What follows belongs to an exercise in optimizing a design on an open flow for small area; a production flow would make more cautious choices.
In this exercise RTL edits were held to simulation tests only and were not proved equivalent to the original.

==> flow/design.v (excerpt) <==
module mips_core (
    input  wire        clk,
    input  wire        rst_n,
    input  wire        ins_valid,
    input  wire [31:0] ins,
    output logic       wb_en,
    output logic [4:0] wb_addr,
    output logic [31:0] wb_data,
    output logic       bad_ins
);
For scale: ~46,000 um2 of cells after synthesis.
==> module mips_core, before the edit <==
module mips_core (
    input  wire        clk,
    input  wire        rst_n,
    input  wire        ins_valid,
    input  wire [31:0] ins,
    output logic       wb_en,
    output logic [4:0] wb_addr,
    output logic [31:0] wb_data,
    output logic       bad_ins
);
    logic       d_ok, d_writes, d_itype;
    logic [4:0] d_dest;
    decode_stage u_decode (
        .ins    (ins),
        .ok     (d_ok),
        .writes (d_writes),
        .i_ok   (d_itype),
        .dest   (d_dest)
    );
    logic        e_wen, e_itype;
    logic [2:0]  e_opc;
    logic [4:0]  e_rs, e_rt;
    logic [15:0] e_imm;
    logic [4:0]  e_dest;
    logic        hit_a, hit_b;       
    always_ff @(posedge clk) begin
        if (!rst_n) begin
            e_wen   <= 1'b0;
            bad_ins <= 1'b0;
        end else begin
            e_wen   <= ins_valid && d_writes && (d_dest != 5'd0);
            bad_ins <= ins_valid && !d_ok;
        end
    end
    always_ff @(posedge clk) begin
        e_itype <= d_itype;
        e_opc   <= ins[28:26];
        e_rs    <= (ins[31:26] == 6'b001111) ? 5'd0 : ins[25:21];
        hit_a   <= e_wen && (e_dest == ((ins[31:26] == 6'b001111) ? 5'd0 : ins[25:21]));
        hit_b   <= e_wen && (e_dest == ins[20:16]) && !d_itype;
        e_rt    <= ins[20:16];
        e_imm   <= ins[15:0];
    end
    logic [31:0] regs [1:31];
    logic [31:0] result, wd, ra, rb;
    logic        ovf, fwd_a, fwd_b;
    logic [31:1] we, sa_, sb_;
    logic [31:0] immx;
    logic        immx_lo_en;
    logic        rst_d;              
    assign e_dest = e_itype ? e_rt : e_imm[15:11];
    assign fwd_a  = wb_en && hit_a;
    assign fwd_b  = wb_en && hit_b;
    always_comb begin
        for (int i = 1; i < 32; i++) begin
            we[i]  = rst_d || (wb_en && wb_addr == 5'(i));
            sa_[i] = (e_rs == 5'(i)) && !fwd_a;
            sb_[i] = (e_rt == 5'(i)) && !e_itype && !fwd_b;
        end
    end
    always_ff @(posedge clk) begin
        for (int i = 1; i < 32; i++) begin
            if (we[i]) regs[i] <= wb_data;
        end
    end
    assign immx_lo_en = e_itype && (e_opc != 3'b111);
    always_comb begin
        immx[15:0] = e_imm;
        if (e_opc == 3'b111)    immx[31:16] = e_imm;
        else if (e_opc[2])      immx[31:16] = 16'h0000;
        else                    immx[31:16] = {16{e_imm[15]}};
    end
    genvar j, i;
    for (j = 0; j < 32; j++) begin : g_rd
        wire [30:0] col;
        for (i = 1; i < 32; i++) begin : g_col
            assign col[i-1] = regs[i][j];
        end
        rd_bit_a u_ra (.r(col), .s(sa_), .x(wb_data[j]), .xs(fwd_a), .y(ra[j]));
        rd_bit_b u_rb (.r(col), .s(sb_), .x(wb_data[j]), .xs(fwd_b),
                       .m(immx[j]), .ms((j < 16) ? immx_lo_en : e_itype), .y(rb[j]));
    end
    execute_stage u_execute (
        .itype  (e_itype),
        .opc    (e_opc),
        .imm    (e_imm),
        .a      (ra),
        .b      (rb),
        .zero   (!rst_n),
        .result (result),
        .ovf    (ovf)
    );
    always_ff @(posedge clk) begin
        if (!rst_n) wb_en <= 1'b0;
        else        wb_en <= e_wen && !ovf;
        rst_d <= !rst_n;
    end
    always_ff @(posedge clk) begin
        wb_addr <= e_dest;
        wb_data <= result;
    end
endmodule
Settings: LEC_CHECK=0, CAP_MARGIN=10, CORE_MARGIN=2, CORE_UTILIZATION=40, SLEW_MARGIN=10, SYNTH_HIERARCHICAL=1, SYNTH_MINIMUM_KEEP_SIZE=0; clock period 7.0 ns.
standard.sh (not shown) runs the stock make flow with config.mk's settings and CLKGATE_MAP_FILE= SYNTH_SCRIPT=/design/flow/synth_recipe.tcl, a recipe that flattens the netlist after the stock synthesis.
==> flow/flow/run.sh <==
#!/bin/bash
# Own flow: the standard layout (standard.sh, unchanged synthesis), with
# two layout options changed:
#  - clock tree synthesis without dummy loads: clkbuf_16 for the tree,
#    clkbuf_8 leaf buffers over clusters of at most 16 sinks
#  - port buffers from the smallest buffer cell
# The make output goes to flow_make.log; ORFS keeps each step's log under
# orfs/logs/.
set -euo pipefail
CTS="-sink_clustering_enable -repair_clock_nets -dont_use_dummy_load"
CTS="$CTS -buf_list {sky130_fd_sc_hd__clkbuf_8 sky130_fd_sc_hd__clkbuf_16}"
CTS="$CTS -root_buf sky130_fd_sc_hd__clkbuf_16 -tree_buf sky130_fd_sc_hd__clkbuf_16"
CTS="$CTS -sink_clustering_buffer sky130_fd_sc_hd__clkbuf_8"
CTS="$CTS -sink_clustering_size 16 -sink_clustering_max_diameter 70"
bash standard.sh "CTS_ARGS=$CTS" "BUFFER_PORTS_ARGS=-buffer_cell sky130_fd_sc_hd__buf_1" finish > flow_make.log 2>&1
==> next run, changes <==
--- a/flow/design.v
+++ b/flow/design.v
@@ -232,7 +232,7 @@
     logic [4:0]  e_rs, e_rt;
     logic [15:0] e_imm;
     logic [4:0]  e_dest;
-    logic        hit_a, hit_b;       
+    logic        fwd_a, fwd_b;       
     always_ff @(posedge clk) begin
         if (!rst_n) begin
             e_wen   <= 1'b0;
@@ -246,21 +246,17 @@
         e_itype <= d_itype;
         e_opc   <= ins[28:26];
         e_rs    <= (ins[31:26] == 6'b001111) ? 5'd0 : ins[25:21];
-        hit_a   <= e_wen && (e_dest == ((ins[31:26] == 6'b001111) ? 5'd0 : ins[25:21]));
-        hit_b   <= e_wen && (e_dest == ins[20:16]) && !d_itype;
         e_rt    <= ins[20:16];
         e_imm   <= ins[15:0];
     end
     logic [31:0] regs [1:31];
     logic [31:0] result, wd, ra, rb;
-    logic        ovf, fwd_a, fwd_b;
+    logic        ovf;
     logic [31:1] we, sa_, sb_;
     logic [31:0] immx;
     logic        immx_lo_en;
     logic        rst_d;              
     assign e_dest = e_itype ? e_rt : e_imm[15:11];
-    assign fwd_a  = wb_en && hit_a;
-    assign fwd_b  = wb_en && hit_b;
     always_comb begin
         for (int i = 1; i < 32; i++) begin
             we[i]  = rst_d || (wb_en && wb_addr == 5'(i));
@@ -303,6 +299,8 @@
     always_ff @(posedge clk) begin
         if (!rst_n) wb_en <= 1'b0;
         else        wb_en <= e_wen && !ovf;
+        fwd_a <= e_wen && !ovf && (e_dest == ((ins[31:26] == 6'b001111) ? 5'd0 : ins[25:21]));
+        fwd_b <= e_wen && !ovf && (e_dest == ins[20:16]) && !d_itype;
         rst_d <= !rst_n;
     end
     always_ff @(posedge clk) begin
Outcome: Register-to-register slack is better by 0.14 ns. Wire length goes down by 4.5%. Area after synthesis barely changes. Sequential share of layout area goes up by 0.46 points. Flip-flop and latch count is unchanged.

## separate check: timing with driven ports
The flow's constraints put no driver on any port. The routed layouts listed below were extracted and timed again, unchanged, in two steps. Step 1, drivers: a clkbuf_16 drives clk and a buf_2 each remaining input, both assumed. Step 2 moves the port delays by t, midway between the first and last clock arrival at a register: inputs arrive t later, outputs are due t later. That takes back most of the time a late clock gives input paths. a / b / c = ideal ports / drivers / drivers and shift; a / b = the first two.
| run | t, ns | setup slack, ns | hold WS [ns] | worst setup path after step 2 | worst register clock-pin slew, ns |
|---|---|---|---|---|---|
| the first run | 0.695 | 0.251 / 0.251 / 0.251 | 0.566 / 0.566 / 0.566 | register to register | 0.11 / 0.11 |
| the second run | 0.688 | 0.393 / 0.393 / 0.393 | 0.538 / 0.538 / 0.538 | register to register | 0.11 / 0.11 |
After both steps every run listed still meets setup and hold.
